What follows belongs to an exercise in optimizing a design on an open flow for small area; a production flow would make more cautious choices.
RTL that was checked went through simulation tests only; none was proved equivalent to the original.
For runs 2 to 7, only the layout was checked, not whether the RTL still works.
No activity file was given, so power comes from the tool's default toggle rates.

## flow/config.mk

```make
export PLATFORM = sky130hd
export DESIGN_NAME = adq_regs_top
export DESIGN_NICKNAME = adq_regs_top
export VERILOG_FILES = /design/flow/design.v
export SDC_FILE = /design/flow/constraint.sdc
export NUM_CORES = 4
export LEC_CHECK = 0
export CAP_MARGIN = 20
export CORE_MARGIN = 2
export CORE_UTILIZATION = 40
export PLACE_DENSITY = 0.6
export SLEW_MARGIN = 20
```

## flow/constraint.sdc

```tcl
create_clock -name core_clock -period 5.0 [get_ports {clk_i}]
set_input_delay 1.0000 -clock core_clock [delete_from_list [all_inputs] [get_ports {clk_i}]]
set_output_delay 1.0000 -clock core_clock [all_outputs]
set_load 0.01 [all_outputs]
```

## flow/design.v

```verilog
`timescale 1ns/1ps
`default_nettype none
module adq_regs_top (
    input  wire                                clk_i,
    input  wire                                rst_i,
    input  wire [15-1:0]              paddr_i,
    input  wire                                psel_i,
    input  wire                                penable_i,
    input  wire                                pwrite_i,
    input  wire [16-1:0]              pwdata_i,
    output wire [16-1:0]              prdata_o,
    output wire                                pready_o,
    output wire                                pslverr_o,
    input  wire [8*16-1:0]   user_status_i,
    output wire [8*16-1:0]  user_ctrl_o,
    output wire [8-1:0]              user_strobe_o,
    output wire [36-1:0]                   sys_o,
    output wire [2*64-1:0]  cal_o,
    output wire [3-1:0]                idelay_o
);
    localparam int DW = 16;
    localparam int NW       = 23;
    localparam int W_CTRL   = 0;
    localparam int W_SKIP   = 8;
    localparam int W_IDELAY = 9;
    localparam int W_AFE    = 10;
    localparam int W_DECIM  = 11;
    localparam int W_LED    = 12;
    localparam int W_PD     = 13;
    localparam int W_DF     = 14;
    localparam int W_CAL    = 15;    
    function automatic logic [15-1:0] waddr(int w);
        case (w)
            W_SKIP:   waddr = 15'h2AA0;
            W_IDELAY: waddr = 15'h2AA1;
            W_AFE:    waddr = 15'h2AA2;
            W_DECIM:  waddr = 15'h2AA3;
            W_LED:    waddr = 15'h2AAA;
            W_PD:     waddr = 15'h2AAB;
            W_DF:     waddr = 15'h2AAC;
            15:       waddr = 15'h2AB0;
            16:       waddr = 15'h2AB0 + 1;
            17:       waddr = 15'h2AC0;
            18:       waddr = 15'h2AC0 + 1;
            19:       waddr = 15'h2AD0;
            20:       waddr = 15'h2AD0 + 1;
            21:       waddr = 15'h2AD2;
            22:       waddr = 15'h2AD2 + 1;
            default:  waddr = 15'h0030 + w[14:0];
        endcase
    endfunction
    function automatic int wwidth(int w);
        case (w)
            W_IDELAY: wwidth = 3;
            W_AFE:    wwidth = 4;
            W_DECIM:  wwidth = 9;
            W_LED:    wwidth = 3;
            W_PD:     wwidth = 2;
            W_DF:     wwidth = 2;
            default:  wwidth = DW;
        endcase
    endfunction
    function automatic logic [DW-1:0] wreset(int w);
        case (w)
            15, 16:  wreset = 16'sd1024;
            17, 18:  wreset = 16'sd0;
            19, 20:  wreset = 16'sd8191;
            21, 22:  wreset = (-16'sd8192);
            default: wreset = '0;
        endcase
    endfunction
    logic setup_q;
    logic done;
    logic wr;
    always_ff @(posedge clk_i) begin
        setup_q <= psel_i && !penable_i && !rst_i;
    end
    assign done = psel_i && penable_i && !setup_q && !rst_i;
    assign wr   = done && pwrite_i;
    logic [NW-1:0] hit;
    logic [3:0]    hit_ver;
    logic [7:0]    hit_status;
    logic          mapped;
    logic          read_only;
    always_comb begin
        for (int w = 0; w < NW; w++) begin
            hit[w] = (paddr_i == waddr(w));
        end
        for (int v = 0; v < 4; v++) begin
            hit_ver[v] = (paddr_i == 15'h0000 + v);
        end
        for (int s = 0; s < 8; s++) begin
            hit_status[s] = (paddr_i == 15'h0020 + s);
        end
    end
    assign read_only = |hit_ver || |hit_status;
    assign mapped    = |hit || read_only;
    assign pready_o  = done;
    assign pslverr_o = done && (!mapped || (pwrite_i && read_only));
    logic [DW-1:0] wdata0;    
    logic [DW-1:0] wdata1;    
    logic [NW-1:0] we;
    logic [NW-1:0] load;
    logic [DW-1:0] word_q [NW];
    assign wdata0 = pwdata_i & {DW{!rst_i}};
    assign wdata1 = pwdata_i | {DW{rst_i}};
    assign we     = {NW{wr}} & hit;
    assign load   = we | {NW{rst_i}};
    for (genvar w = 0; w < NW; w++) begin : g_word
        localparam int WW = wwidth(w);
        localparam logic [DW-1:0] RV = wreset(w);
        for (genvar b = 0; b < DW; b++) begin : g_bit
            if (b < WW) begin : g_used
                logic q;
                always_ff @(posedge clk_i) begin
                    if (load[w]) begin
                        q <= RV[b] ? wdata1[b] : wdata0[b];
                    end
                end
                assign word_q[w][b] = q;
            end else begin : g_unused
                assign word_q[w][b] = 1'b0;
            end
        end
    end
    for (genvar i = 0; i < 8; i++) begin : g_ctrl_out
        assign user_ctrl_o[i*DW +: DW] = word_q[W_CTRL + i];
    end
    assign sys_o = {word_q[W_SKIP],
                    word_q[W_AFE][4-1:0],
                    word_q[W_DECIM][9-1:0],
                    word_q[W_LED][3-1:0],
                    word_q[W_PD][2-1:0],
                    word_q[W_DF][2-1:0]};
    for (genvar ch = 0; ch < 2; ch++) begin : g_cal_out
        assign cal_o[ch*64 +: 64] = {word_q[W_CAL + ch],
                                                       word_q[W_CAL + 2 + ch],
                                                       word_q[W_CAL + 4 + ch],
                                                       word_q[W_CAL + 6 + ch]};
    end
    logic [8-1:0] strobe_q;
    always_ff @(posedge clk_i) begin
        strobe_q <= we[W_CTRL +: 8];
    end
    assign user_strobe_o = strobe_q;
    logic [DW-1:0] rd_mux;
    logic [DW-1:0] rdata_q;
    logic          cap;
    always_comb begin
        rd_mux = '0;
        if (hit_ver[0]) rd_mux = rd_mux | {8'h07, 8'h01};
        if (hit_ver[1]) rd_mux = rd_mux | {6'h11, 4'h2, 6'h03};
        if (hit_ver[3]) rd_mux = rd_mux | {8'hA5, 8'h00};
        for (int s = 0; s < 8; s++) begin
            rd_mux = rd_mux | ({DW{hit_status[s]}} & user_status_i[s*DW +: DW]);
        end
        for (int w = 0; w < NW; w++) begin
            rd_mux = rd_mux | ({DW{hit[w]}} & word_q[w]);
        end
    end
    assign cap = !penable_i;
    always_ff @(posedge clk_i) begin
        if (cap) begin
            rdata_q <= rd_mux;
        end
    end
    assign prdata_o = rdata_q;
    logic       rise;
    logic       rise1_q;
    logic       rise2_q;
    logic       load_q;
    logic [1:0] tap_q;
    logic       tap_load;
    assign rise = we[W_IDELAY] && pwdata_i[2] && !word_q[W_IDELAY][2];
    assign tap_load = rise2_q || rst_i;
    always_ff @(posedge clk_i) begin
        rise1_q <= rise;
        rise2_q <= rise1_q;
        load_q  <= rise2_q && !rst_i;
        if (tap_load) begin
            tap_q <= word_q[W_IDELAY][1:0] & {2{!rst_i}};
        end
    end
    assign idelay_o = {load_q, tap_q};
endmodule
`default_nettype wire
```

## flow/run.sh

```bash
#!/bin/bash
# synth_recipe.tcl (not shown) runs the flow's synth.tcl, then flattens the netlist and writes it again
# the make line also repeats each setting of config.mk as NAME=value (left out here)
make -C /OpenROAD-flow-scripts/flow DESIGN_CONFIG=/design/flow/config.mk WORK_HOME=/design/flow/orfs CLKGATE_MAP_FILE= SYNTH_SCRIPT=/design/flow/synth_recipe.tcl finish
```

==> impl_metrics.json, run 1 <==
{
  "status": "complete, no violations",
  "synthArstFlopShare": 0,
  "fp.coreArea_mm2": 0.0406,
  "cts_root_buffer": "clkbuf_16",
  "fillerInstances": 3480,
  "crit_arrival_ns": 3.66,
  "synth.avg_cell_area_um2": 13.3,
  "die_area_mm2": 0.0426,
  "dr.pass1.iters": 8,
  "layout_common_cells": "clkdlybuf4s50_1 (483), edfxtp_1 (313), buf_4 (105)",
  "cts_made_buffers": 36,
  "synth_top_area_share": 0.574,
  "rsz0062_at_grt": "no",
  "synth_edf_count": 313,
  "grt_overflow_total": 0,
  "ff2ff_path_depth": 7,
  "fin_crit_sh": 0.931,
  "slowest_stage": "clkdlybuf4s50_1",
  "ys_seq_area_frac": 0.589,
  "antenna_found_initial": 2,
  "finalCriticalPeriod_ns": 4.66,
  "hold_depth": 0,
  "hold_viol_final": 0,
  "hold_class": "flip-flop to flip-flop",
  "io_pins": 485,
  "clock-skew-final_ns": 0.0278,
  "drc_errors": 0,
  "layout-drive-gt1-share": 0.160,
  "slowest_delay_ns": 0.69,
  "mostFrequentLayoutCell": "clkdlybuf4s50_1",
  "htreeDepth": 2,
  "path_cells": "clkdlybuf4s50_1 -> or4b_1 -> nor4_2 -> or4_1 -> nor4_1 -> buf_4 -> clkdlybuf4s50_1",
  "crit_fanout": 9,
  "ir_drop_mv": 0.190,
  "dr_total_vias": 12800,
  "slew_viol_final": 0,
  "first_iter_violations": 1914,
  "cts_setup_buffers": 0,
  "power.density_mw_per_mm2": 328,
  "fp.dieH_um": 206,
  "post_drt_via_cell_ratio": 6.20,
  "grtUsageTotal": 0.351,
  "crit_path_frequent_cell": "clkdlybuf4s50_1",
  "clock-sinks": 325,
  "gp_congestion": 0.924,
  "grt_pass1_vias": 12600,
  "grt_max_degree": 61,
  "hold_buffers": 0,
  "numPortBuffers": 484,
  "synth-main-ff-cell": "edfxtp_1",
  "drv_cap": 0,
  "max_slew_margin": 0.212,
  "leakage_nw": 7.51,
  "setup_viol": 0,
  "tightestPinTransition_ns": 1.18,
  "cts_tree": "built",
  "required_ns": 4.00,
  "endpoint_kind": "primary output",
  "ys_ff_latch": 325,
  "synth_area_leader_cell": "edfxtp_1",
  "finalSetupTns_ns": 0,
  "ant_nets": 0,
  "final_nets": 1673,
  "seq_area_mm2": 0.00964,
  "syn_to_final_growth_pct": 30.8,
  "routedWlPerCell_um": 36.9,
  "cts_resized": 0,
  "start_util": 0.403,
  "cts_buffer_depth": 3,
  "dpl_cell_area_mm2": 0.0202,
  "fin_area_mm2": 0.0214,
  "netlist_area_mm2": 0.0164,
  "synth_cells": 1232,
  "fmax_ghz": 0.215,
  "path_class": "primary input to primary output",
  "fp.dieW_um": 206,
  "clk_pin_slew_ns": 0.06,
  "critPathLaunchType": "primary input",
  "yosysWarningCount": 2,
  "synth_cell_types": 67,
  "multi_input_area_mm2": 0.00424,
  "grt_pass1_wl_um": 101000,
  "clock_latency_ns": 0.54,
  "drt_wl_total_um": 76500,
  "row_count": 74,
  "hpwlAfterDp_um": 57400,
  "synthTopCellsByArea": "edfxtp_1 (57%), buf_4 (14%), a22oi_1 (3.6%)"
}
## power by group
part	internal, mW	switching (mW)
Combinational	0.493	0.489
Clock	1.55	1.11
Sequential	3.22	0.157
Total	5.26	1.76
## path summary, 6_finish.rpt
| path | endpoint | start | slack [ns] |
|---|---|---|---|
| min reg2reg | rise2_q$_DFF_P_ | rise1_q$_DFF_P_ | 0.33 |
| max reg2reg | g_word[5].g_bit[1].g_used.q$_DFFE_PP_ | setup_q$_DFF_P_ | 2.15 |
| max | pslverr_o | paddr_i[2] | 0.34 |
| min | rise2_q$_DFF_P_ | rise1_q$_DFF_P_ | 0.33 |
## cell usage after synthesis, types with 16 or more instances
cell / count
nand4_1: 19
edfxtp_1: 313
nand2_1: 36
buf_4: 301
a22o_1: 32
or2_2: 25
nor2_1: 32
nand3_1: 33
nor4_2: 26
buf_2: 28
nor3_1: 22
nor2b_1: 25
a221oi_1: 30
a222oi_1: 16
a22oi_1: 79
## cells by family after synthesis
logic type | share of synthesized area
buf+inv | 0.157
simple gates | 0.130
mux | 0.0102
compound gates | 0.115
flops | 0.589
## registers in the layout, summed over array words and instances, names as in the netlist
signal,flops
rise2_q,1
load_q,1
rise1_q,1
rdata_q,16
setup_q,1
tap_q,2
g_word.g_bit.g_used.q,295
strobe_q,8
## routing by layer
layer / vias up / part of all wire / track usage
met4: 0 / 0.037 / 0.127
met2: 1018 / 0.47 / 0.564
met1: 6575 / 0.39 / 0.475
met3: 159 / 0.10 / 0.0651
met5: - / 0 / 0
li1: 5093 / - / -
## through the flow
stage | hold WS, ns | setup WS (ns) | util | total power [mW] | instances
detailed placement | 0.318 | 0.344 | 0.498 | 4.40 | 2003
global route | 0.338 | 0.162 | 0.527 | 7.17 | 2070
CTS | 0.333 | 0.324 | 0.526 | 7.02 | 2069
global placement | 0.311 | 0.316 | 0.498 | 4.39 | 2003
finish | 0.330 | 0.343 | 0.527 | 7.02 | 2071
floorplan | 0.310 | 1.41 | - | 3.87 | 1232
## critical path, delay by kind of cell
kind,cells,cell delay [ns]
buf+inv,3,1.40
simple gates,4,1.25
## final cells by class
type                    count  share of cell area
diodes                      2            0.000234
repair buffers            592               0.266
clock buffers              48              0.0462
inverters                   3            0.000526
multi-input cells         551               0.198
clock inverters            18             0.00806
flip-flops and latches    325               0.450
well taps                 532              0.0311
==> run 2, diff against run 1 <==
--- a/flow/design.v
+++ b/flow/design.v
@@ -146,18 +146,18 @@
     logic [DW-1:0] rd_mux;
     logic [DW-1:0] rdata_q;
     logic          cap;
-    always_comb begin
-        rd_mux = '0;
-        if (hit_ver[0]) rd_mux = rd_mux | {8'h07, 8'h01};
-        if (hit_ver[1]) rd_mux = rd_mux | {6'h11, 4'h2, 6'h03};
-        if (hit_ver[3]) rd_mux = rd_mux | {8'hA5, 8'h00};
-        for (int s = 0; s < 8; s++) begin
-            rd_mux = rd_mux | ({DW{hit_status[s]}} & user_status_i[s*DW +: DW]);
-        end
-        for (int w = 0; w < NW; w++) begin
-            rd_mux = rd_mux | ({DW{hit[w]}} & word_q[w]);
-        end
-    end
+    logic [NW*DW-1:0] word_flat;
+    for (genvar w = 0; w < NW; w++) begin : g_flat
+        assign word_flat[w*DW +: DW] = word_q[w];
+    end
+    adq_rd_mux u_rd_mux (
+        .sel_ver_i    (hit_ver),
+        .sel_status_i (hit_status),
+        .sel_word_i   (hit),
+        .status_i     (user_status_i),
+        .word_i       (word_flat),
+        .rd_o         (rd_mux)
+    );
     assign cap = !penable_i;
     always_ff @(posedge clk_i) begin
         if (cap) begin
@@ -183,4 +183,41 @@
     end
     assign idelay_o = {load_q, tap_q};
 endmodule
+module adq_rd_mux (
+    input  wire [4-1:0]           sel_ver_i,
+    input  wire [8-1:0]            sel_status_i,
+    input  wire [22:0]                      sel_word_i,
+    input  wire [8*16-1:0] status_i,
+    input  wire [23*16-1:0]        word_i,
+    output logic [16-1:0]          rd_o
+);
+    localparam int DW = 16;
+    function automatic int wwidth(int w);
+        case (w)
+            9:       wwidth = 3;
+            10:      wwidth = 4;
+            11:      wwidth = 9;
+            12:      wwidth = 3;
+            13:      wwidth = 2;
+            14:      wwidth = 2;
+            default: wwidth = DW;
+        endcase
+    endfunction
+    always_comb begin
+        rd_o = '0;
+        if (sel_ver_i[0]) rd_o = rd_o | {8'h07, 8'h01};
+        if (sel_ver_i[1]) rd_o = rd_o | {6'h11, 4'h2, 6'h03};
+        if (sel_ver_i[3]) rd_o = rd_o | {8'hA5, 8'h00};
+        for (int s = 0; s < 8; s++) begin
+            rd_o = rd_o | ({DW{sel_status_i[s]}} & status_i[s*DW +: DW]);
+        end
+        for (int w = 0; w < 23; w++) begin
+            for (int b = 0; b < DW; b++) begin
+                if (b < wwidth(w)) begin
+                    rd_o[b] = rd_o[b] | (sel_word_i[w] & word_i[w*DW + b]);
+                end
+            end
+        end
+    end
+endmodule
 `default_nettype wire
==> flow/flow/run.sh (new file) <==
#!/bin/bash
# Standard ORFS layout (the standard.sh, standard synthesis), with the
# port buffers made from the smallest buffer cell. Full make output goes to
# flow_make.log in the work folder; ORFS's own per-step logs stay under orfs/logs.
set -euo pipefail
bash standard.sh "BUFFER_PORTS_ARGS=-buffer_cell sky130_fd_sc_hd__buf_1" finish > flow_make.log 2>&1
==> flow/standard.sh (new file) <==
#!/bin/bash
# synth_recipe.tcl (not shown) runs the flow's synth.tcl, then flattens the netlist and writes it again
# the make line also repeats each setting of config.mk as NAME=value (left out here)
make -C /OpenROAD-flow-scripts/flow DESIGN_CONFIG=/design/flow/config.mk WORK_HOME=/design/flow/orfs CLKGATE_MAP_FILE= SYNTH_SCRIPT=/design/flow/synth_recipe.tcl "${@:-finish}"
--- a/flow/config.mk
+++ b/flow/config.mk
@@ -8,5 +8,8 @@
 export CAP_MARGIN = 20
 export CORE_MARGIN = 2
 export CORE_UTILIZATION = 40
+export CTS_BUF_LIST = sky130_fd_sc_hd__clkbuf_2 sky130_fd_sc_hd__clkbuf_4
 export PLACE_DENSITY = 0.6
 export SLEW_MARGIN = 20
+export SYNTH_HIERARCHICAL = 1
+export SYNTH_MINIMUM_KEEP_SIZE = 0
removed: flow/run.sh
==> run 2 against run 1 <==
  * Sequential share of layout area increased by 12 points
  * Clock-buffer cell count rose by 72
  * Synthesized area decreased by 6.9%
  * Combinational power shrank 46%
  * Clock power decreased by 17%
  * Synthesized cell count shrank 7.9%
  * Non-clock buffer count shrank 42
==> impl_metrics.json, run 2 <==
{
  "clock-sinks": 325,
  "yosysWarningCount": 9,
  "hold_ws_ns": 0.343,
  "rr_endpoint": "g_word[1].g_bit[10].g_used.q$_DFFE_PP_",
  "regMostFlops": "g_word.g_bit.g_used.q",
  "io_pins": 485,
  "cts_root_buffer": "clkbuf_4",
  "largestRegisters": "g_word.g_bit.g_used.q: 295 flops, rdata_q: 16 flops, strobe_q: 8 flops",
  "p_int_mw": 4.46,
  "required_ns": 4.00,
  "critPathLaunchType": "primary input",
  "fp.dieH_um": 199,
  "drc_errors": 0,
  "fmax_ghz": 0.234,
  "clock-skew-final_ns": 0.0412,
  "gp_congestion": 0.961,
  "die_area_mm2": 0.0397,
  "pre_cts_ws_ns": 0.746,
  "rrSetupSlack_ns": 2.05,
  "leakage_nw": 5.59,
  "r2r_start": "setup_q$_DFF_P_",
  "cts_setup_buffers": 0,
  "setup_viol": 0,
  "cts_made_buffers": 85,
  "drv_cap": 0,
  "hpwlAfterDp_um": 45600,
  "layout_setup_ws_ns": 0.733,
  "top_usage_layer": "met2",
  "hold_end": "rise2_q$_DFF_P_",
  "row_count": 71,
  "layout_common_cells": "buf_1 (483), edfxtp_1 (313), a22oi_1 (121)",
  "dpl_cell_area_mm2": 0.0158,
  "post_drt_via_cell_ratio": 5.88,
  "clock_latency_ns": 0.79,
  "use_met3": 0.101,
  "finalSetupTns_ns": 0,
  "dp.cells": 1833,
  "dr_total_vias": 11600,
  "hold_class": "flip-flop to flip-flop",
  "synth_cells": 1135,
  "slew_viol_final": 0,
  "antenna_found_initial": 4,
  "numPortBuffers": 484,
  "fp.coreArea_mm2": 0.0376,
  "grt_max_degree": 61,
  "first_iter_violations": 1246,
  "fp.dieW_um": 199,
  "crit_arrival_ns": 3.27,
  "p_switching_mw": 1.63,
  "largest_register_ffs": 295,
  "finalPower_mw": 6.09,
  "syn_to_final_growth_pct": 10.6,
  "use_met2": 0.504,
  "power.density_mw_per_mm2": 361,
  "drt_wl_total_um": 65100,
  "cts_buffer_depth": 3,
  "status": "complete, no violations",
  "hold_viol_final": 0,
  "ff2ff_path_depth": 7,
  "mostFrequentLayoutCell": "buf_1",
  "fin_crit_sh": 0.853,
  "power.share.clock": 0.361,
  "grt_overflow_total": 0,
  "grt_pass1_vias": 11500,
  "htreeDepth": 3,
  "max_slew_margin": 0.306,
  "hold_buffers": 0,
  "routedWlPerCell_um": 32.9,
  "crit_fanout": 12,
  "synth.avg_cell_area_um2": 13.4,
  "fin_cells": 1981,
  "finalCriticalPeriod_ns": 4.27,
  "seqPwrFrac": 0.552,
  "netlist_area_mm2": 0.0152,
  "clk_pin_slew_ns": 0.06,
  "layout-drive-gt1-share": 0.183,
  "dr.pass1.iters": 7,
  "final_nets": 1573,
  "cts_tree": "built",
  "grt_pass1_wl_um": 85500,
  "min-delay-start": "rise1_q$_DFF_P_",
  "sw_frac_of_total": 0.268,
  "rsz0062_at_grt": "no",
  "path_class": "primary input to primary output",
  "start_util": 0.406,
  "endpoint_kind": "primary output",
  "ant_nets": 0,
  "postLayoutCoreUtil": 0.448,
  "grtUsageTotal": 0.319,
  "hold_depth": 0,
  "cts_resized": 0,
  "grt_use_met1": 0.398,
  "fin_area_mm2": 0.0169,
  "tightestPinTransition_ns": 1.04,
  "combPwrFrac": 0.087,
  "ir_drop_mv": 0.207
}
-- run 2: area by class of cell --
class                      count  area [um^2]
fill                        3576        20700
sequential                   325         9640
multi-input combinational    443         3220
timing repair buffer         550         2330
clock buffer                 120          901
tap                          511          639
clock inverter                23         96.3
inverter                       4         15.0
antenna                        5         12.5
-- run 2: how the worst max path moves through the flow --
| stage | from | end | slack, ns | cells past startpoint |
|---|---|---|---|---|
| floorplan | paddr_i[8] | g_word[7].g_bit[0].g_used.q$_DFFE_PP_ | 1.11 | 8 |
| global placement | paddr_i[6] | rdata_q[8]$_DFFE_PN_ | 0.76 | 9 |
| detailed placement | paddr_i[2] | pslverr_o | 0.75 | 8 |
| CTS | paddr_i[2] | pslverr_o | 0.75 | 8 |
| global route | paddr_i[0] | pslverr_o | 0.68 | 8 |
| finish | paddr_i[0] | pslverr_o | 0.73 | 8 |
-- run 2: critical path, stage by stage --
cell      delay (ns)
buf_1           0.34
or4b_1          0.47
buf_4           0.20
or4b_2          0.61
a31o_1          0.21
o311ai_0        0.11
nor3_1          0.16
buf_1           0.16
-- run 2: power groups by stage --
stage                     Combinational [mW]  Clock (mW)  Sequential (mW)
after floorplan                        0.449           0             3.34
after global placement                 0.522           0             3.41
after detailed placement               0.521           0             3.41
after CTS                              0.523        2.24             3.36
after global routing                   0.557        2.36             3.38
final                                  0.527        2.20             3.36
-- run 2: per-layer routing --
| metal | share of wire | up-vias |
|---|---|---|
| met1 | 0.37 | 5697 |
| met3 | 0.12 | 227 |
| met4 | 0.050 | 2 |
| li1 | - | 4673 |
| met5 | 0.00020 | - |
| met2 | 0.46 | 1046 |
==> run 3, diff against run 2 <==
--- a/flow/config.mk
+++ b/flow/config.mk
@@ -8,7 +8,7 @@
 export CAP_MARGIN = 20
 export CORE_MARGIN = 2
 export CORE_UTILIZATION = 40
-export CTS_BUF_LIST = sky130_fd_sc_hd__clkbuf_2 sky130_fd_sc_hd__clkbuf_4
+export CTS_BUF_LIST = sky130_fd_sc_hd__clkbuf_4 sky130_fd_sc_hd__clkbuf_8
 export PLACE_DENSITY = 0.6
 export SLEW_MARGIN = 20
 export SYNTH_HIERARCHICAL = 1
==> run 3 against run 2 <==
  * Non-clock buffer count unchanged
  * Sequential share of layout area decreased by 0.17 points
  * Still clean
  * Sequential cell count unchanged
==> impl_metrics.json, run 3 <==
{
  "min-delay-start": "rise1_q$_DFF_P_",
  "critPathLaunchType": "primary input",
  "clock-skew-final_ns": 0.0146,
  "grt_max_degree": 61,
  "layout-drive-gt1-share": 0.155,
  "numPortBuffers": 484,
  "p_switching_mw": 1.59,
  "syn_to_final_growth_pct": 10.9,
  "grtUsageTotal": 0.317,
  "mostFrequentLayoutCell": "buf_1",
  "slew_viol_final": 0,
  "power.density_mw_per_mm2": 370,
  "yosysWarningCount": 9,
  "fin_crit_sh": 0.851,
  "grt_overflow_total": 0,
  "clk_pin_slew_ns": 0.06,
  "fp.dieW_um": 199,
  "path_class": "primary input to primary output",
  "fmax_ghz": 0.235,
  "start_util": 0.406,
  "ir_drop_mv": 0.207,
  "tightestPinTransition_ns": 1.08,
  "cts_buffer_depth": 3,
  "row_count": 71,
  "fp.dieH_um": 199,
  "regMostFlops": "g_word.g_bit.g_used.q",
  "largestRegisters": "g_word.g_bit.g_used.q: 295 flops, rdata_q: 16 flops, strobe_q: 8 flops",
  "met2_length_um": 29900,
  "wl_met1_um": 23800,
  "crit_fanout": 12,
  "synth_cells": 1135,
  "gp_congestion": 0.961,
  "finalSetupTns_ns": 0,
  "routedWlPerCell_um": 33.6,
  "dr_wl_met3_um": 7810,
  "dr.pass1.iters": 5,
  "cts_setup_buffers": 0,
  "ant_nets": 0,
  "hold_class": "flip-flop to flip-flop",
  "dr.max_layer_used": "met5",
  "required_ns": 4.00,
  "r2r_start": "setup_q$_DFF_P_",
  "final_nets": 1540,
  "first_iter_violations": 1306,
  "p_int_mw": 4.66,
  "htreeDepth": 2,
  "grt_pass1_wl_um": 85000,
  "largest_register_ffs": 295,
  "finalPower_mw": 6.26,
  "postLayoutCoreUtil": 0.450,
  "setup_viol": 0,
  "clock-sinks": 325,
  "combPwrFrac": 0.084,
  "endpoint_kind": "primary output",
  "dr_total_vias": 11300,
  "die_area_mm2": 0.0397,
  "sw_frac_of_total": 0.254,
  "cts_root_buffer": "clkbuf_8",
  "crit_arrival_ns": 3.26,
  "leakage_nw": 5.54,
  "drt_wl_total_um": 64700,
  "power.share.clock": 0.378,
  "post_drt_via_cell_ratio": 5.87,
  "cts_made_buffers": 52,
  "cts_tree": "built",
  "synth.avg_cell_area_um2": 13.4,
  "netlist_area_mm2": 0.0152,
  "drv_cap": 0,
  "finalCriticalPeriod_ns": 4.26,
  "grt_pass1_vias": 11200,
  "io_pins": 485,
  "hold_viol_final": 0,
  "fp.coreArea_mm2": 0.0376,
  "layout_common_cells": "buf_1 (483), edfxtp_1 (313), a22oi_1 (121)",
  "seqPwrFrac": 0.538,
  "status": "complete, no violations",
  "antenna_found_initial": 2,
  "drc_errors": 0,
  "max_slew_margin": 0.277,
  "hpwlAfterDp_um": 45600,
  "rsz0062_at_grt": "no",
  "hold_buffers": 0,
  "cts_resized": 0,
  "crit_start": "paddr_i[0]",
  "clock_latency_ns": 0.61
}
[run 3: stage by stage]
step / instances / hold WS, ns / setup WS [ns] / instance area [um^2]
3_3_place_gp: 1833 / 0.313 / 0.759 / 15800
6_report: 1928 / 0.324 / 0.745 / 16900
2_1_floorplan: 1135 / 0.310 / 1.11 / 15200
4_1_cts: 1927 / 0.327 / 0.754 / 16900
5_1_grt: 1927 / 0.340 / 0.677 / 16900
3_5_place_dp: 1833 / 0.317 / 0.746 / 15800
[run 3: path summary, 6_finish.rpt]
| path | end | slack, ns | cells past startpoint |
|---|---|---|---|
| max | pslverr_o | 0.74 | 8 |
| min | rise2_q$_DFF_P_ | 0.32 | 0 |
| min reg2reg | rise2_q$_DFF_P_ | 0.32 | 0 |
| max reg2reg | g_word[1].g_bit[3].g_used.q$_DFFE_PP_ | 2.07 | 7 |
[run 3: critical path, cell delays in order]
cell      delay [ns]
buf_1           0.34
or4b_1          0.48
buf_4           0.21
or4b_2          0.61
a31o_1          0.21
o311ai_0        0.10
nor3_1          0.15
buf_1           0.15
[run 3: final cells by class]
type | count | area, um^2
Tap cell | 511 | 639
Inverter | 4 | 15.0
Clock inverter | 26 | 216
Clock buffer | 68 | 842
Sequential cell | 325 | 9640
Fill cell | 3563 | 20700
Antenna cell | 1 | 2.50
Timing Repair Buffer | 550 | 2330
Multi-Input combinational cell | 443 | 3220
[run 3: power by group through the flow]
stage | Clock, mW | Combinational [mW] | Sequential (mW)
5_1_grt | 2.52 | 0.557 | 3.38
3_5_place_dp | 0 | 0.521 | 3.41
6_report | 2.37 | 0.527 | 3.36
4_1_cts | 2.41 | 0.523 | 3.36
3_3_place_gp | 0 | 0.522 | 3.41
2_1_floorplan | 0 | 0.449 | 3.34
[run 3: layer usage]
| metal | vias to the layer above | global-route usage |
|---|---|---|
| met5 | - | 0 |
| met4 | 2 | 0.152 |
| met3 | 189 | 0.0905 |
| met2 | 968 | 0.502 |
| met1 | 5601 | 0.402 |
| li1 | 4555 | - |
==> run 4, diff against run 3 <==
==> flow/config.mk (replaced) <==
export PLATFORM = sky130hd
export DESIGN_NAME = adq_regs_top
export DESIGN_NICKNAME = adq_regs_top
export VERILOG_FILES = /design/flow/design.v
export SDC_FILE = /design/flow/constraint.sdc
export NUM_CORES = 4
export LEC_CHECK = 0
export CAP_MARGIN = 0
export CORE_MARGIN = 2
export CORE_UTILIZATION = 65
export CTS_BUF_LIST = sky130_fd_sc_hd__clkbuf_2 sky130_fd_sc_hd__clkbuf_4
export PLACE_DENSITY = 0.8
export SLEW_MARGIN = 0
export SYNTH_HIERARCHICAL = 1
export SYNTH_MINIMUM_KEEP_SIZE = 0
==> run 4 against run 3 <==
  * Highest routed layer is now met4
  * Design area decreased by 2.4%
  * Hold slack better by 0.057 ns
  * Non-clock buffer count fell by 6
  * Critical endpoint unchanged
  * Clock skew increased by 0.028 ns
  * Largest power group unchanged
  * Wire length shrank 8.6%
  * Maximum frequency hardly changed
  * Register-to-register slack worse by 0.23 ns
  * Utilization increased by 26 points
  * Clock power down 8.4%
  * Combinational power shrank 1%
  * Sequential cell count unchanged
==> impl_metrics.json, run 4 <==
{
  "grt_max_degree": 61,
  "fp.dieW_um": 157,
  "mostFrequentLayoutCell": "buf_1",
  "max_slew_margin": 0.113,
  "crit_family": "simple AND/OR/NAND/NOR gates",
  "postLayoutCoreUtil": 0.709,
  "path_cells": "buf_1 -> or4_1 -> or4_4 -> or3b_4 -> o21ai_1 -> nor3_1 -> buf_1",
  "ir_drop_mv": 0.300,
  "fmax_ghz": 0.235,
  "start_util": 0.655,
  "cts_root_buffer": "clkbuf_4",
  "grt_overflow_total": 0,
  "hold_buffers": 0,
  "hold_class": "flip-flop to flip-flop",
  "layout_setup_ws_ns": 0.741,
  "clk_pin_slew_ns": 0.07,
  "cts_setup_buffers": 0,
  "finalCriticalPeriod_ns": 4.26,
  "hold_viol_final": 0,
  "clock_latency_ns": 0.69,
  "syn_to_final_growth_pct": 8.28,
  "path_buf_inv": 2,
  "gp_congestion": 1.03,
  "clock-sinks": 325,
  "cts_made_buffers": 81,
  "io_pins": 485,
  "ant_nets": 0,
  "dr.pass1.iters": 6,
  "drt_wl_total_um": 59200,
  "endpoint_kind": "primary output",
  "netlist_area_mm2": 0.0152,
  "first_iter_violations": 1828,
  "htreeDepth": 3,
  "routedWlPerCell_um": 33.3,
  "leakage_nw": 5.53,
  "crit_arrival_ns": 3.26,
  "setup_viol": 0,
  "cts_resized": 0,
  "fp.coreArea_mm2": 0.0233,
  "largestRegisters": "g_word.g_bit.g_used.q: 295 flops, rdata_q: 16 flops, strobe_q: 8 flops",
  "pre_cts_ws_ns": 0.749,
  "rsz0062_at_grt": "no",
  "crit_fanout": 10,
  "cts_buffer_depth": 3,
  "power.density_mw_per_mm2": 368,
  "post_drt_via_cell_ratio": 6.83,
  "grt_pass1_wl_um": 80000,
  "path_class": "primary input to primary output",
  "antenna_found_initial": 5,
  "fin_crit_sh": 0.852,
  "crit_path_frequent_cell": "buf_1",
  "synth.avg_cell_area_um2": 13.4,
  "row_count": 56,
  "drc_errors": 0,
  "clock-skew-final_ns": 0.0422,
  "layout-drive-gt1-share": 0.171,
  "hpwlAfterDp_um": 41700,
  "synth_cells": 1135,
  "finalPower_mw": 6.07,
  "grtUsageTotal": 0.470,
  "yosysWarningCount": 9,
  "cts_tree": "built",
  "slowest_delay_ns": 0.64,
  "finalSetupTns_ns": 0,
  "slew_viol_final": 0,
  "tightestPinTransition_ns": 1.33,
  "grt_pass1_vias": 11900,
  "final_nets": 1563,
  "required_ns": 4.00,
  "drv_cap": 0,
  "fp.dieH_um": 157,
  "dr_total_vias": 12200,
  "numPortBuffers": 484,
  "slowest_stage": "or4_4",
  "layout_common_cells": "buf_1 (483), edfxtp_1 (313), a22oi_1 (121)",
  "regMostFlops": "g_word.g_bit.g_used.q",
  "critPathLaunchType": "primary input",
  "die_area_mm2": 0.0247,
  "hold_ws_ns": 0.381,
  "largest_register_ffs": 295,
  "status": "complete, no violations"
}
run 4: worst paths after layout:
check,from,end,slack (ns),cells after the start
worst max-delay path,paddr_i[6],pslverr_o,0.74,7
worst max register to register,setup_q$_DFF_P_,g_word[2].g_bit[2].g_used.q$_DFFE_PP_,1.84,6
worst min-delay path,rise1_q$_DFF_P_,rise2_q$_DFF_P_,0.38,0
worst min register to register,rise1_q$_DFF_P_,rise2_q$_DFF_P_,0.38,0
run 4: final cells by class:
class / count / area [um^2]
Inverter: 4 / 15.0
Fill cell: 1676 / 6760
Multi-Input combinational cell: 443 / 3180
Timing Repair Buffer: 544 / 2280
Tap cell: 319 / 399
Clock inverter: 21 / 86.3
Clock buffer: 119 / 893
Sequential cell: 325 / 9640
Antenna cell: 4 / 10.0
run 4: per-stage QoR:
stage / cell area, um^2 / std cells
after floorplan: 15200 / 1135
after global placement: 15500 / 1635
final: 16500 / 1779
after CTS: 16500 / 1775
after detailed placement: 15500 / 1635
after global routing: 16500 / 1779
run 4: where the power goes:
| group | total, mW | switching (mW) | internal (mW) |
|---|---|---|---|
| clock network | 2.17 | 1.08 | 1.09 |
| logic | 0.521 | 0.381 | 0.140 |
| registers | 3.37 | 0.156 | 3.22 |
| total | 6.07 | 1.62 | 4.44 |
run 4: per-layer routing:
metal | GRT usage | up-vias | wire length [um]
met5 | 0 | - | 0
met4 | 0.333 | 0 | 4710
met3 | 0.197 | 371 | 9950
met2 | 0.704 | 1459 | 26300
met1 | 0.549 | 5679 | 18200
li1 | - | 4645 | -
==> run 5, diff against run 4 <==
==> flow/flow/run.sh (replaced) <==
#!/bin/bash
set -euo pipefail
bash standard.sh "BUFFER_PORTS_ARGS=-buffer_cell sky130_fd_sc_hd__buf_1" \
  "CTS_ARGS=-sink_clustering_enable -repair_clock_nets -buf_list {sky130_fd_sc_hd__clkbuf_8 sky130_fd_sc_hd__clkbuf_16} -sink_clustering_size 30 -sink_clustering_max_diameter 80 -dont_use_dummy_load" \
  finish > flow_make.log 2>&1
==> flow/config.mk (replaced) <==
export PLATFORM = sky130hd
export DESIGN_NAME = adq_regs_top
export DESIGN_NICKNAME = adq_regs_top
export VERILOG_FILES = /design/flow/design.v
export SDC_FILE = /design/flow/constraint.sdc
export NUM_CORES = 4
export LEC_CHECK = 0
export CAP_MARGIN = 20
export CORE_MARGIN = 2
export CORE_UTILIZATION = 40
export CTS_BUF_LIST = sky130_fd_sc_hd__clkbuf_2 sky130_fd_sc_hd__clkbuf_4
export PLACE_DENSITY = 0.6
export SLEW_MARGIN = 20
export SYNTH_HIERARCHICAL = 1
export SYNTH_MINIMUM_KEEP_SIZE = 0
==> run 5 against run 4 <==
  * Still clean
  * Cell count increased by 4.2%
  * Hold slack got worse by 0.038 ns
  * Synthesized cell count did not move
  * Sequential cell count is the same
  * Register-to-register slack improved by 0.29 ns
  * Total power is 11% lower
  * Via count shrank 8.6%
  * Sequential share of layout area grew 0.64 points
  * Design area down 1.1%
  * Highest routed layer is now met5
==> impl_metrics.json, run 5 <==
{
  "power.density_mw_per_mm2": 332,
  "crit_fanout": 14,
  "crit_path_frequent_cell": "buf_1",
  "cts_buffer_depth": 3,
  "dr_wl_met3_um": 7160,
  "antenna_found_initial": 2,
  "die_area_mm2": 0.0397,
  "hold_class": "flip-flop to flip-flop",
  "leakage_nw": 5.22,
  "wl_met1_um": 24100,
  "cts_made_buffers": 19,
  "critPathLaunchType": "primary input",
  "final_nets": 1508,
  "fp.dieH_um": 199,
  "slew_viol_final": 0,
  "met2_length_um": 29600,
  "rsz0062_at_grt": "no",
  "hold_buffers": 0,
  "grt_overflow_total": 0,
  "syn_to_final_growth_pct": 7.09,
  "status": "complete, no violations",
  "largestRegisters": "g_word.g_bit.g_used.q: 295 flops, rdata_q: 16 flops, strobe_q: 8 flops",
  "grt_pass1_vias": 10900,
  "worstSetupPathDepth": 8,
  "htreeDepth": 1,
  "grt_max_degree": 61,
  "crit_family": "simple AND/OR/NAND/NOR gates",
  "rr_endpoint": "g_word[1].g_bit[11].g_used.q$_DFFE_PP_",
  "dr.pass1.iters": 6,
  "cts_resized": 0,
  "hpwlAfterDp_um": 45600,
  "drc_errors": 0,
  "path_cells": "buf_1 -> or4b_1 -> buf_4 -> or4b_2 -> a31o_1 -> o311ai_0 -> nor3_1 -> buf_1",
  "ir_drop_mv": 0.210,
  "fin_cells": 1854,
  "path_buf_inv": 3,
  "synth.avg_cell_area_um2": 13.4,
  "finalSetupTns_ns": 0,
  "crit_arrival_ns": 3.25,
  "grt_pass1_wl_um": 83900,
  "clock_latency_ns": 0.55,
  "path_class": "primary input to primary output",
  "dp.cells": 1833,
  "clock-skew-final_ns": 0.0738,
  "regMostFlops": "g_word.g_bit.g_used.q",
  "fp.coreArea_mm2": 0.0376,
  "required_ns": 4.00,
  "mostFrequentLayoutCell": "buf_1",
  "critPathCapture": "pslverr_o",
  "layout-drive-gt1-share": 0.117,
  "hold_viol_final": 0,
  "layout_common_cells": "buf_1 (483), edfxtp_1 (313), a22oi_1 (121)",
  "slowest_delay_ns": 0.61,
  "setup_viol": 0,
  "fp.dieW_um": 199,
  "rrSetupSlack_ns": 2.13,
  "grtUsageTotal": 0.311,
  "start_util": 0.406,
  "netlist_area_mm2": 0.0152,
  "slowest_stage": "or4b_2",
  "max_slew_margin": 0.303,
  "r2r_start": "setup_q$_DFF_P_",
  "endpoint_kind": "primary output",
  "routedWlPerCell_um": 34.5,
  "gp_congestion": 0.961,
  "row_count": 71,
  "drt_wl_total_um": 64000,
  "ff2ff_path_depth": 7,
  "clock-sinks": 325,
  "io_pins": 485,
  "crit_start": "paddr_i[2]",
  "finalCriticalPeriod_ns": 4.25,
  "largest_register_ffs": 295,
  "cts_tree": "built",
  "clk_pin_slew_ns": 0.11,
  "post_drt_via_cell_ratio": 5.99,
  "dr_total_vias": 11100,
  "yosysWarningCount": 9,
  "first_iter_violations": 1293,
  "synth_cells": 1135,
  "cts_root_buffer": "clkbuf_16",
  "dr.max_layer_used": "met5",
  "numPortBuffers": 484,
  "fin_crit_sh": 0.850,
  "tightestPinTransition_ns": 1.04,
  "cts_setup_buffers": 0,
  "drv_cap": 0,
  "ant_nets": 0,
  "fmax_ghz": 0.235
}
-- run 5: report_power, final --
part | internal, mW | switching (mW) | leakage (nW) | total, mW
clock | 0.679 | 0.856 | 0.234 | 1.54
combinational | 0.141 | 0.385 | 1.85 | 0.526
sequential | 3.21 | 0.144 | 3.14 | 3.36
-- run 5: area by class of cell --
class                           instances  area, um^2
Inverter                                4        15.0
Clock buffer                           19         475
Multi-Input combinational cell        443        3220
Timing Repair Buffer                  551        2330
Antenna cell                            1        2.50
Fill cell                            3568       21300
Tap cell                              511         639
Sequential cell                       325        9640
-- run 5: worst reg2reg max path: stages, from the launching register on --
cell and delay, ns:
dfxtp_1 0.29, nor4bb_1 0.30, buf_4 0.20, and2_1 0.37, nand2b_1 0.19, nor2_1 0.40
or2_1 0.51, buf_4 0.34
-- run 5: how the worst min path moves through the flow --
stage                       to  cells after the start  slack [ns]            start
2_1_floorplan  rise2_q$_DFF_P_                      0        0.31  rise1_q$_DFF_P_
5_1_grt        rise2_q$_DFF_P_                      0        0.36  rise1_q$_DFF_P_
6_report       rise2_q$_DFF_P_                      0        0.34  rise1_q$_DFF_P_
3_3_place_gp   rise2_q$_DFF_P_                      0        0.31  rise1_q$_DFF_P_
4_1_cts        rise2_q$_DFF_P_                      0        0.34  rise1_q$_DFF_P_
3_5_place_dp   rise2_q$_DFF_P_                      0        0.32  rise1_q$_DFF_P_
-- run 5: layer usage --
metal | vias to the layer above | track usage
met3 | 180 | 0.0778
met4 | 2 | 0.135
met5 | - | 0
li1 | 4441 | -
met1 | 5583 | 0.404
met2 | 903 | 0.496
-- run 5: through the flow --
step	utilization	instance area [um^2]	power, mW	setup slack [ns]	hold slack [ns]
final	0.434	16300	5.42	0.748	0.343
after global routing	0.434	16300	5.58	0.677	0.358
after CTS	0.434	16300	5.44	0.754	0.343
after detailed placement	0.421	15800	3.94	0.746	0.317
after global placement	0.421	15800	3.93	0.759	0.313
after floorplan	-	15200	3.79	1.11	0.310
==> run 6, diff against run 5 <==
==> flow/flow/run.sh (replaced) <==
#!/bin/bash
set -euo pipefail
bash standard.sh "BUFFER_PORTS_ARGS=-buffer_cell sky130_fd_sc_hd__buf_1" \
  "CTS_ARGS=-sink_clustering_enable -repair_clock_nets -buf_list {sky130_fd_sc_hd__clkbuf_8 sky130_fd_sc_hd__clkbuf_16} -sink_clustering_size 30 -sink_clustering_max_diameter 80 -dont_use_dummy_load" \
  REMOVE_ABC_BUFFERS=1 RECOVER_POWER=100 \
  finish > flow_make.log 2>&1
--- a/flow/config.mk
+++ b/flow/config.mk
@@ -9,6 +9,7 @@
 export CORE_MARGIN = 2
 export CORE_UTILIZATION = 40
 export CTS_BUF_LIST = sky130_fd_sc_hd__clkbuf_2 sky130_fd_sc_hd__clkbuf_4
+export GPL_TIMING_DRIVEN = 0
 export PLACE_DENSITY = 0.6
 export SLEW_MARGIN = 20
 export SYNTH_HIERARCHICAL = 1
==> run 6 against run 5 <==
  * The layout now fails its checks (capacitance limit, slew limit)
  * Utilization up 1.2 points
  * Critical endpoint is now g_word[7].g_bit[5].g_used.q$_DFFE_PP_
  * Global-route usage barely moved
  * Maximum frequency decreased by 9.5%
  * Largest cell class unchanged
  * Total power is 0.99% lower
  * Critical path type is now primary input to flip-flop
  * Critical path depth down 1
  * Combinational power grew 1%
==> impl_metrics.json, run 6 <==
{
  "status": "failed layout checks",
  "combPwrFrac": 0.099,
  "cts_made_buffers": 18,
  "p_switching_mw": 1.36,
  "power.share.clock": 0.276,
  "slowest_stage": "o21bai_2",
  "dr_total_vias": 11200,
  "largestRegisters": "g_word.g_bit.g_used.q: 295 flops, rdata_q: 16 flops, strobe_q: 8 flops",
  "grt_pass1_vias": 10600,
  "so_faults": "capacitance limit, slew limit",
  "routedWlPerCell_um": 34.7,
  "drt_wl_total_um": 63500,
  "hold_class": "flip-flop to flip-flop",
  "fp.dieH_um": 199,
  "fin_cells": 1827,
  "htreeDepth": 1,
  "crit_arrival_ns": 4.85,
  "clock_latency_ns": 0.54,
  "endpoint_kind": "flip-flop",
  "finalSetupTns_ns": 0,
  "tightestPinTransition_ns": 1.68,
  "cts_buffer_depth": 3,
  "leakage_nw": 5.25,
  "finalCriticalPeriod_ns": 4.70,
  "drv_cap": 6,
  "grtUsageTotal": 0.311,
  "layout-drive-gt1-share": 0.0874,
  "fp.coreArea_mm2": 0.0376,
  "die_area_mm2": 0.0397,
  "synth_cells": 1135,
  "grt_overflow_total": 0,
  "cts_root_buffer": "clkbuf_16",
  "start_util": 0.406,
  "ff2ff_path_depth": 5,
  "hold_buffers": 0,
  "p_int_mw": 4.01,
  "hpwlAfterDp_um": 46000,
  "hold_viol_final": 0,
  "gp_congestion": 0.910,
  "slew_viol_final": 72,
  "grt_max_degree": 38,
  "largest_register_ffs": 295,
  "io_pins": 485,
  "layout_common_cells": "buf_1 (477), edfxtp_1 (313), a22oi_1 (121)",
  "r2r_start": "setup_q$_DFF_P_",
  "mostFrequentLayoutCell": "buf_1",
  "fillerInstances": 3451,
  "sw_frac_of_total": 0.253,
  "row_count": 71,
  "cts_resized": 0,
  "clock-sinks": 325,
  "power.density_mw_per_mm2": 320,
  "pre_cts_ws_ns": 0.479,
  "critPathLaunchType": "primary input",
  "setup_viol": 0,
  "final_nets": 1482,
  "cts_tree": "built",
  "netlist_area_mm2": 0.0152,
  "seqPwrFrac": 0.625,
  "grt_pass1_wl_um": 83500,
  "rsz0062_at_grt": "no",
  "post_drt_via_cell_ratio": 6.11,
  "dp.cells": 1809,
  "syn_to_final_growth_pct": 10.1,
  "rr_endpoint": "g_word[7].g_bit[5].g_used.q$_DFFE_PP_",
  "hold_ws_ns": 0.393,
  "hold_depth": 0,
  "regMostFlops": "g_word.g_bit.g_used.q",
  "crit_family": "simple AND/OR/NAND/NOR gates",
  "path_class": "primary input to flip-flop",
  "clk_pin_slew_ns": 0.09,
  "crit_start": "paddr_i[6]",
  "synth.avg_cell_area_um2": 13.4,
  "path_buf_inv": 2,
  "required_ns": 5.15,
  "dr.pass1.iters": 7,
  "hold_end": "rise2_q$_DFF_P_",
  "finalPower_mw": 5.37,
  "fmax_ghz": 0.213,
  "numPortBuffers": 484,
  "clock-skew-final_ns": 0.0461,
  "layout_setup_ws_ns": 0.304,
  "slowest_delay_ns": 0.86,
  "min-delay-start": "rise1_q$_DFF_P_",
  "max_slew_margin": -0.124,
  "drc_errors": 0,
  "crit_fanout": 10,
  "ant_nets": 0,
  "n_antenna_cell": 0,
  "first_iter_violations": 1410,
  "antenna_found_initial": 1,
  "fp.dieW_um": 199,
  "yosysWarningCount": 9,
  "cts_setup_buffers": 0,
  "path_cells": "clkbuf_1 -> or4_1 -> or4_4 -> or3b_4 -> or2_0 -> o21bai_2 -> clkbuf_2",
  "ir_drop_mv": 0.338,
  "rrSetupSlack_ns": 1.65,
  "fin_crit_sh": 0.939
}
==> run 6: cell type report <==
class / count / area [um^2] / area share
Clock buffer: 18 / 450 / 0.0268
Inverter: 4 / 15.0 / 0.000895
Multi-Input combinational cell: 443 / 3290 / 0.196
Sequential cell: 325 / 9640 / 0.574
Tap cell: 511 / 639 / 0.0381
Timing Repair Buffer: 526 / 2750 / 0.164
==> run 6: power groups by stage <==
stage | Sequential (mW) | Clock, mW | Combinational, mW
after floorplan | 3.46 | 0 | 0.0855
after global placement | 3.41 | 0 | 0.495
after detailed placement | 3.40 | 0 | 0.538
after CTS | 3.34 | 1.50 | 0.540
after global routing | 3.37 | 1.59 | 0.560
final | 3.35 | 1.48 | 0.532
==> run 6: stage by stage <==
step,area (um^2),utilization
2_1_floorplan,12700,-
5_1_grt,16800,0.447
4_1_cts,17000,0.451
3_5_place_dp,16500,0.439
3_3_place_gp,15200,0.404
6_report,16800,0.447
==> run 6: worst max path at each step <==
stage	depth (start not counted)	slack, ns	to
2_1_floorplan	5	1.18	g_word[6].g_bit[0].g_used.q$_DFFE_PP_
3_3_place_gp	8	-1.70	rdata_q[2]$_DFFE_PN_
3_5_place_dp	7	0.48	g_word[7].g_bit[14].g_used.q$_DFFE_PP_
4_1_cts	7	0.56	pslverr_o
5_1_grt	7	0.24	g_word[7].g_bit[7].g_used.q$_DFFE_PP_
6_report	7	0.30	g_word[7].g_bit[5].g_used.q$_DFFE_PP_
==> run 6: routing by layer <==
metal / part of all wire / up-vias / GRT usage
met4: 0.052 / 0 / 0.145
met5: 0 / - / 0
li1: - / 4411 / -
met3: 0.12 / 201 / 0.0839
met1: 0.35 / 5530 / 0.386
met2: 0.47 / 1030 / 0.506
==> run 6: worst reg2reg max path: stages, from the launching register on <==
cell and delay (ns):
dfxtp_1 0.30, nor4bb_1 0.51, nand2_1 0.26, or2_0 0.49
o21bai_2 0.86, clkbuf_2 0.56
==> run 7, diff against run 6 <==
==> flow/flow/run.sh (replaced) <==
#!/bin/bash
set -euo pipefail
bash standard.sh "BUFFER_PORTS_ARGS=-buffer_cell sky130_fd_sc_hd__buf_1" \
  "CTS_ARGS=-sink_clustering_enable -repair_clock_nets -buf_list {sky130_fd_sc_hd__clkbuf_8} -sink_clustering_size 20 -sink_clustering_max_diameter 60 -dont_use_dummy_load" \
  finish > flow_make.log 2>&1
--- a/flow/config.mk
+++ b/flow/config.mk
@@ -9,7 +9,6 @@
 export CORE_MARGIN = 2
 export CORE_UTILIZATION = 40
 export CTS_BUF_LIST = sky130_fd_sc_hd__clkbuf_2 sky130_fd_sc_hd__clkbuf_4
-export GPL_TIMING_DRIVEN = 0
 export PLACE_DENSITY = 0.6
 export SLEW_MARGIN = 20
 export SYNTH_HIERARCHICAL = 1
==> run 7 against run 6 <==
  * The run now finishes clean
  * Maximum frequency rose by 10%
  * Total power fell by 1.9%
  * Sequential share of layout area rose by 1.9 points
  * Largest cell class unchanged
  * Largest power group unchanged
==> impl_metrics.json, run 7 <==
{
  "grt_use_met1": 0.399,
  "leakage_nw": 5.20,
  "ir_drop_mv": 0.194,
  "clock_latency_ns": 0.63,
  "grtUsageTotal": 0.311,
  "synth.avg_cell_area_um2": 13.4,
  "ant_nets": 0,
  "row_count": 71,
  "status": "complete, no violations",
  "hold_end": "rise2_q$_DFF_P_",
  "grt_pass1_vias": 11000,
  "netlist_area_mm2": 0.0152,
  "crit_arrival_ns": 3.26,
  "cts_made_buffers": 30,
  "largest_register_ffs": 295,
  "crit_start": "paddr_i[2]",
  "drc_errors": 0,
  "rr_endpoint": "g_word[1].g_bit[6].g_used.q$_DFFE_PP_",
  "grt_pass1_wl_um": 84000,
  "clk_pin_slew_ns": 0.09,
  "use_met2": 0.499,
  "rsz0062_at_grt": "no",
  "fp.dieH_um": 199,
  "hold_viol_final": 0,
  "drv_cap": 0,
  "fin_crit_sh": 0.852,
  "grt_max_degree": 61,
  "rrSetupSlack_ns": 2.11,
  "dr.pass1.iters": 6,
  "r2r_start": "setup_q$_DFF_P_",
  "largestRegisters": "g_word.g_bit.g_used.q: 295 flops, rdata_q: 16 flops, strobe_q: 8 flops",
  "endpoint_kind": "primary output",
  "gp_congestion": 0.961,
  "max_slew_margin": 0.284,
  "synth_cells": 1135,
  "setup_viol": 0,
  "post_drt_via_cell_ratio": 5.96,
  "postLayoutCoreUtil": 0.433,
  "power.density_mw_per_mm2": 324,
  "grt_overflow_total": 0,
  "cts_tree": "built",
  "numPortBuffers": 484,
  "cts_buffer_depth": 3,
  "drt_wl_total_um": 64100,
  "crit_fanout": 14,
  "fp.coreArea_mm2": 0.0376,
  "required_ns": 4.00,
  "final_nets": 1518,
  "routedWlPerCell_um": 34.4,
  "fillerInstances": 3581,
  "dr_total_vias": 11100,
  "cts_setup_buffers": 0,
  "use_met3": 0.0852,
  "top_usage_layer": "met2",
  "regMostFlops": "g_word.g_bit.g_used.q",
  "hpwlAfterDp_um": 45600,
  "die_area_mm2": 0.0397,
  "hold_depth": 0,
  "ff2ff_path_depth": 7,
  "start_util": 0.406,
  "path_class": "primary input to primary output",
  "min-delay-start": "rise1_q$_DFF_P_",
  "cts_root_buffer": "clkbuf_8",
  "clock-skew-final_ns": 0.0755,
  "finalSetupTns_ns": 0,
  "fmax_ghz": 0.235,
  "layout-drive-gt1-share": 0.124,
  "finalCriticalPeriod_ns": 4.26,
  "mostFrequentLayoutCell": "buf_1",
  "cts_resized": 0,
  "htreeDepth": 1,
  "critPathLaunchType": "primary input",
  "first_iter_violations": 1278,
  "tightestPinTransition_ns": 1.07,
  "antenna_found_initial": 2,
  "layout_common_cells": "buf_1 (483), edfxtp_1 (313), a22oi_1 (121)",
  "syn_to_final_growth_pct": 6.65,
  "hold_buffers": 0,
  "yosysWarningCount": 9,
  "io_pins": 485,
  "hold_class": "flip-flop to flip-flop",
  "clock-sinks": 325,
  "slew_viol_final": 0,
  "fp.dieW_um": 199
}
-- run 7: worst max-delay path: stages --
cell	delay [ns]
buf_1	0.25
or4b_1	0.57
buf_4	0.21
or4b_2	0.61
a31o_1	0.21
o311ai_0	0.10
nor3_1	0.15
buf_1	0.15
-- run 7: final cells by class --
class                      count  area [um^2]  area share
antenna                        1         2.50    0.000154
clock buffer                  30          413      0.0254
inverter                       4         15.0    0.000924
multi-input combinational    443         3220       0.198
sequential                   325         9640       0.593
tap                          511          639      0.0393
timing repair buffer         550         2330       0.143
-- run 7: where the power goes --
part | internal, mW | total (mW) | switching [mW] | leakage (nW)
logic | 0.141 | 0.525 | 0.384 | 1.84
registers | 3.21 | 3.36 | 0.144 | 3.14
clock network | 0.530 | 1.38 | 0.849 | 0.216
total | 3.88 | 5.26 | 1.38 | 5.20
-- run 7: routing by layer --
metal | routed length, um | share of wire
met4 | 2830 | 0.044
met5 | 13 | 0.00020
met1 | 24000 | 0.37
met2 | 29900 | 0.47
met3 | 7360 | 0.11
-- run 7: how the worst max path moves through the flow --
stage | to | slack (ns) | cells after the start
2_1_floorplan | g_word[7].g_bit[0].g_used.q$_DFFE_PP_ | 1.11 | 8
3_3_place_gp | rdata_q[8]$_DFFE_PN_ | 0.76 | 9
3_5_place_dp | pslverr_o | 0.75 | 8
4_1_cts | pslverr_o | 0.75 | 8
5_1_grt | pslverr_o | 0.68 | 8
6_report | pslverr_o | 0.74 | 8
-- run 7: per-stage QoR --
stage               power, mW  cells  setup WS (ns)  hold slack (ns)  area [um^2]
finish                   5.26   1864          0.742            0.338        16300
CTS                      5.28   1863          0.754            0.339        16200
floorplan                3.79   1135           1.11            0.310        15200
global placement         3.93   1833          0.759            0.313        15800
global route             5.43   1863          0.677            0.354        16300
detailed placement       3.94   1833          0.746            0.317        15800
==> run 8, diff against run 7 <==
--- a/flow/design.v
+++ b/flow/design.v
@@ -97,31 +97,40 @@
     assign mapped    = |hit || read_only;
     assign pready_o  = done;
     assign pslverr_o = done && (!mapped || (pwrite_i && read_only));
-    logic [DW-1:0] wdata0;    
-    logic [DW-1:0] wdata1;    
-    logic [NW-1:0] we;
-    logic [NW-1:0] load;
-    logic [DW-1:0] word_q [NW];
-    assign wdata0 = pwdata_i & {DW{!rst_i}};
+    logic [DW-1:0]    wdata1;    
+    logic [NW-1:0]    we;
+    logic [NW-1:0]    set1;      
+    logic [NW-1:0]    hold;
+    logic [NW*DW-1:0] word_flat;
+    logic [NW*DW-1:0] word_next;
+    logic [DW-1:0]    word_q [NW];
     assign wdata1 = pwdata_i | {DW{rst_i}};
     assign we     = {NW{wr}} & hit;
-    assign load   = we | {NW{rst_i}};
+    assign set1   = we | {NW{rst_i}};
+    assign hold   = ~(we | {NW{rst_i}});
+    adq_word_next u_word_next (
+        .set0_i  (we),
+        .set1_i  (set1),
+        .hold_i  (hold),
+        .data0_i (pwdata_i),
+        .data1_i (wdata1),
+        .q_i     (word_flat),
+        .d_o     (word_next)
+    );
     for (genvar w = 0; w < NW; w++) begin : g_word
         localparam int WW = wwidth(w);
-        localparam logic [DW-1:0] RV = wreset(w);
         for (genvar b = 0; b < DW; b++) begin : g_bit
             if (b < WW) begin : g_used
                 logic q;
                 always_ff @(posedge clk_i) begin
-                    if (load[w]) begin
-                        q <= RV[b] ? wdata1[b] : wdata0[b];
-                    end
+                    q <= word_next[w*DW + b];
                 end
                 assign word_q[w][b] = q;
             end else begin : g_unused
                 assign word_q[w][b] = 1'b0;
             end
         end
+        assign word_flat[w*DW +: DW] = word_q[w];
     end
     for (genvar i = 0; i < 8; i++) begin : g_ctrl_out
         assign user_ctrl_o[i*DW +: DW] = word_q[W_CTRL + i];
@@ -146,23 +155,19 @@
     logic [DW-1:0] rd_mux;
     logic [DW-1:0] rdata_q;
     logic          cap;
-    logic [NW*DW-1:0] word_flat;
-    for (genvar w = 0; w < NW; w++) begin : g_flat
-        assign word_flat[w*DW +: DW] = word_q[w];
-    end
+    assign cap = !penable_i;
     adq_rd_mux u_rd_mux (
-        .sel_ver_i    (hit_ver),
-        .sel_status_i (hit_status),
-        .sel_word_i   (hit),
+        .sel_ver_i    (hit_ver & {4{cap}}),
+        .sel_status_i (hit_status & {8{cap}}),
+        .sel_word_i   (hit & {NW{cap}}),
         .status_i     (user_status_i),
         .word_i       (word_flat),
+        .hold_i       (penable_i),
+        .q_i          (rdata_q),
         .rd_o         (rd_mux)
     );
-    assign cap = !penable_i;
-    always_ff @(posedge clk_i) begin
-        if (cap) begin
-            rdata_q <= rd_mux;
-        end
+    always_ff @(posedge clk_i) begin
+        rdata_q <= rd_mux;
     end
     assign prdata_o = rdata_q;
     logic       rise;
@@ -189,6 +194,8 @@
     input  wire [22:0]                      sel_word_i,
     input  wire [8*16-1:0] status_i,
     input  wire [23*16-1:0]        word_i,
+    input  wire                             hold_i,
+    input  wire [16-1:0]           q_i,
     output logic [16-1:0]          rd_o
 );
     localparam int DW = 16;
@@ -204,7 +211,7 @@
         endcase
     endfunction
     always_comb begin
-        rd_o = '0;
+        rd_o = {DW{hold_i}} & q_i;
         if (sel_ver_i[0]) rd_o = rd_o | {8'h07, 8'h01};
         if (sel_ver_i[1]) rd_o = rd_o | {6'h11, 4'h2, 6'h03};
         if (sel_ver_i[3]) rd_o = rd_o | {8'hA5, 8'h00};
@@ -220,4 +227,48 @@
         end
     end
 endmodule
+module adq_word_next (
+    input  wire [22:0]                 set0_i,
+    input  wire [22:0]                 set1_i,
+    input  wire [22:0]                 hold_i,
+    input  wire [16-1:0]      data0_i,
+    input  wire [16-1:0]      data1_i,
+    input  wire [23*16-1:0]   q_i,
+    output logic [23*16-1:0]  d_o
+);
+    localparam int DW = 16;
+    function automatic logic [DW-1:0] wreset(int w);
+        case (w)
+            15, 16:  wreset = 16'sd1024;
+            17, 18:  wreset = 16'sd0;
+            19, 20:  wreset = 16'sd8191;
+            21, 22:  wreset = (-16'sd8192);
+            default: wreset = '0;
+        endcase
+    endfunction
+    function automatic int wwidth(int w);
+        case (w)
+            9:       wwidth = 3;
+            10:      wwidth = 4;
+            11:      wwidth = 9;
+            12:      wwidth = 3;
+            13:      wwidth = 2;
+            14:      wwidth = 2;
+            default: wwidth = DW;
+        endcase
+    endfunction
+    always_comb begin
+        d_o = '0;
+        for (int w = 0; w < 23; w++) begin
+            for (int b = 0; b < DW; b++) begin
+                if (b >= wwidth(w)) begin
+                end else if (wreset(w) & (1 << b)) begin
+                    d_o[w*DW + b] = (set1_i[w] & data1_i[b]) | (hold_i[w] & q_i[w*DW + b]);
+                end else begin
+                    d_o[w*DW + b] = (set0_i[w] & data0_i[b]) | (hold_i[w] & q_i[w*DW + b]);
+                end
+            end
+        end
+    end
+endmodule
 `default_nettype wire
==> flow/flow/run.sh (replaced) <==
#!/bin/bash
set -euo pipefail
bash standard.sh "BUFFER_PORTS_ARGS=-buffer_cell sky130_fd_sc_hd__buf_1" \
  "CTS_ARGS=-sink_clustering_enable -repair_clock_nets -buf_list {sky130_fd_sc_hd__clkbuf_16} -sink_clustering_size 28 -sink_clustering_max_diameter 70 -dont_use_dummy_load" \
  finish > flow_make.log 2>&1
==> run 8 against run 7 <==
  * Still clean
  * First-iteration DRC count increased by 49%
  * Maximum frequency up 17%
  * Sequential share of layout area is 18 points lower
  * Total power decreased by 9.5%
  * Clock-buffer cell count fell by 6
  * Utilization is 2.0 points lower
  * Non-clock buffer count is 5 lower
  * Register-to-register slack better by 0.29 ns
  * Synthesized area grew 3.3%
  * Sequential cell count stayed put
  * Die area up 3.2%
  * Critical path type is now primary input to flip-flop
  * Critical endpoint is now rdata_q[1]$_DFF_P_
  * Largest cell class unchanged
  * Highest routed layer unchanged
==> impl_metrics.json, run 8 <==
{
  "grt_pass1_vias": 12900,
  "slew_viol_final": 0,
  "mostFrequentLayoutCell": "buf_1",
  "die_area_mm2": 0.0410,
  "fin_area_mm2": 0.0160,
  "start_util": 0.406,
  "clock-sinks": 325,
  "critPathLaunchType": "primary input",
  "endpoint_kind": "flip-flop",
  "synth.avg_cell_area_um2": 10.3,
  "cts_resized": 0,
  "cts_setup_buffers": 0,
  "crit_start": "paddr_i[7]",
  "grtUsageTotal": 0.355,
  "dr_total_vias": 13800,
  "cts_buffer_depth": 3,
  "hpwlAfterDp_um": 56800,
  "row_count": 72,
  "layout-drive-gt1-share": 0.140,
  "crit_fanout": 9,
  "rrSetupSlack_ns": 2.40,
  "cts_made_buffers": 24,
  "gp_congestion": 0.976,
  "dp.cells": 2140,
  "rsz0062_at_grt": "no",
  "hold_viol_final": 0,
  "dpl_cell_area_mm2": 0.0153,
  "netlist_area_mm2": 0.0157,
  "hold_ws_ns": 0.353,
  "finalCriticalPeriod_ns": 3.64,
  "clk_pin_slew_ns": 0.09,
  "finalPower_mw": 4.76,
  "crit_arrival_ns": 4.09,
  "grt_pass1_wl_um": 104000,
  "fp.coreArea_mm2": 0.0387,
  "clock-skew-final_ns": 0.0574,
  "fin_cells": 2168,
  "leakage_nw": 5.70,
  "largest_register_ffs": 295,
  "ff2ff_path_depth": 8,
  "critPathCapture": "rdata_q[1]$_DFF_P_",
  "final_nets": 1815,
  "dr.pass1.iters": 6,
  "fmax_ghz": 0.275,
  "antenna_found_initial": 2,
  "ant_nets": 0,
  "synth_cells": 1527,
  "required_ns": 5.45,
  "drv_cap": 0,
  "rr_endpoint": "g_word[21].g_bit[5].g_used.q$_DFF_P_",
  "power.density_mw_per_mm2": 298,
  "hold_class": "flip-flop to flip-flop",
  "setup_viol": 0,
  "grt_overflow_total": 0,
  "drc_errors": 0,
  "regMostFlops": "g_word.g_bit.g_used.q",
  "drt_wl_total_um": 76400,
  "fin_crit_sh": 0.728,
  "fp.dieW_um": 202,
  "layout_common_cells": "buf_1 (480), dfxtp_1 (323), a22o_1 (277)",
  "io_pins": 485,
  "post_drt_via_cell_ratio": 6.36,
  "yosysWarningCount": 10,
  "status": "complete, no violations",
  "largestRegisters": "g_word.g_bit.g_used.q: 295 flops, rdata_q: 16 flops, strobe_q: 8 flops",
  "syn_to_final_growth_pct": 1.57,
  "ir_drop_mv": 0.192,
  "finalSetupTns_ns": 0,
  "multi_input_area_mm2": 0.00591,
  "numPortBuffers": 484,
  "r2r_start": "setup_q$_DFF_P_",
  "path_class": "primary input to flip-flop",
  "seq_area_mm2": 0.00653,
  "fillerInstances": 3973,
  "fp.dieH_um": 202,
  "clock_latency_ns": 0.57,
  "first_iter_violations": 1907,
  "grt_max_degree": 51,
  "max_slew_margin": 0.167,
  "htreeDepth": 1,
  "routedWlPerCell_um": 35.2,
  "hold_buffers": 0,
  "cts_root_buffer": "clkbuf_16",
  "tightestPinTransition_ns": 1.25,
  "cts_tree": "built"
}
[run 8: changes by cell type in the layout (fill, tap and decap cells not counted), moves of 9 or more]
cell,before,now
nor2_1,24,44
nor2b_1,15,4
a22o_1,37,277
o21bai_2,9,0
nand4_1,32,46
a22o_2,0,58
edfxtp_1,313,2
clkbuf_16,0,24
clkbuf_8,30,0
dfxtp_1,12,323
nand2_1,9,19
nor2_2,23,42
[run 8: worst max-delay path, stage by stage]
cell	delay, ns
buf_1	0.40
nor4_1	0.12
and2_2	0.26
and2b_1	0.19
nand2_1	0.32
nor2_2	0.23
buf_4	0.26
a22o_1	0.23
a221oi_1	0.52
nand4_1	0.16
or3_1	0.39
[run 8: final cells by class]
| class | instances | area share |
|---|---|---|
| Multi-Input combinational cell | 753 | 0.369 |
| Antenna cell | 1 | 0.000156 |
| Tap cell | 518 | 0.0405 |
| Inverter | 2 | 0.000469 |
| Timing Repair Buffer | 545 | 0.144 |
| Clock buffer | 24 | 0.0376 |
| Sequential cell | 325 | 0.408 |
[run 8: metal layers]
metal | track usage | up-vias | share of wire
met5 | 0 | - | 0.00017
met4 | 0.133 | 2 | 0.041
met3 | 0.0946 | 181 | 0.11
met2 | 0.527 | 1061 | 0.43
met1 | 0.490 | 6837 | 0.42
li1 | - | 5698 | -
[run 8: metrics by stage]
step	setup slack [ns]	util
6_report	1.36	0.413
5_1_grt	1.23	0.413
4_1_cts	1.43	0.411
3_5_place_dp	0.901	0.396
3_3_place_gp	0.967	0.396
2_1_floorplan	1.95	-
[run 8: power by group]
| group | switching (mW) | internal (mW) |
|---|---|---|
| Sequential | 0.0466 | 2.62 |
| Clock | 0.927 | 0.846 |
| Combinational | 0.233 | 0.0904 |
[run 8: worst min path at each step]
stage	from	end	slack (ns)	cells after the start
floorplan	rise1_q$_DFF_P_	rise2_q$_DFF_P_	0.31	0
global placement	rise1_q$_DFF_P_	rise2_q$_DFF_P_	0.32	0
detailed placement	rise1_q$_DFF_P_	rise2_q$_DFF_P_	0.31	0
CTS	rise1_q$_DFF_P_	rise2_q$_DFF_P_	0.35	0
global route	rise1_q$_DFF_P_	rise2_q$_DFF_P_	0.35	0
finish	rise1_q$_DFF_P_	rise2_q$_DFF_P_	0.35	0

Re-timed with assumed drivers on the ports (clkbuf_16 on the clock, buf_2 on other inputs), run 8 has 1.382 ns of setup slack against 1.358 ns with ideal ports, and 0.792 ns once port delays also move by the mid clock arrival of 0.590 ns.
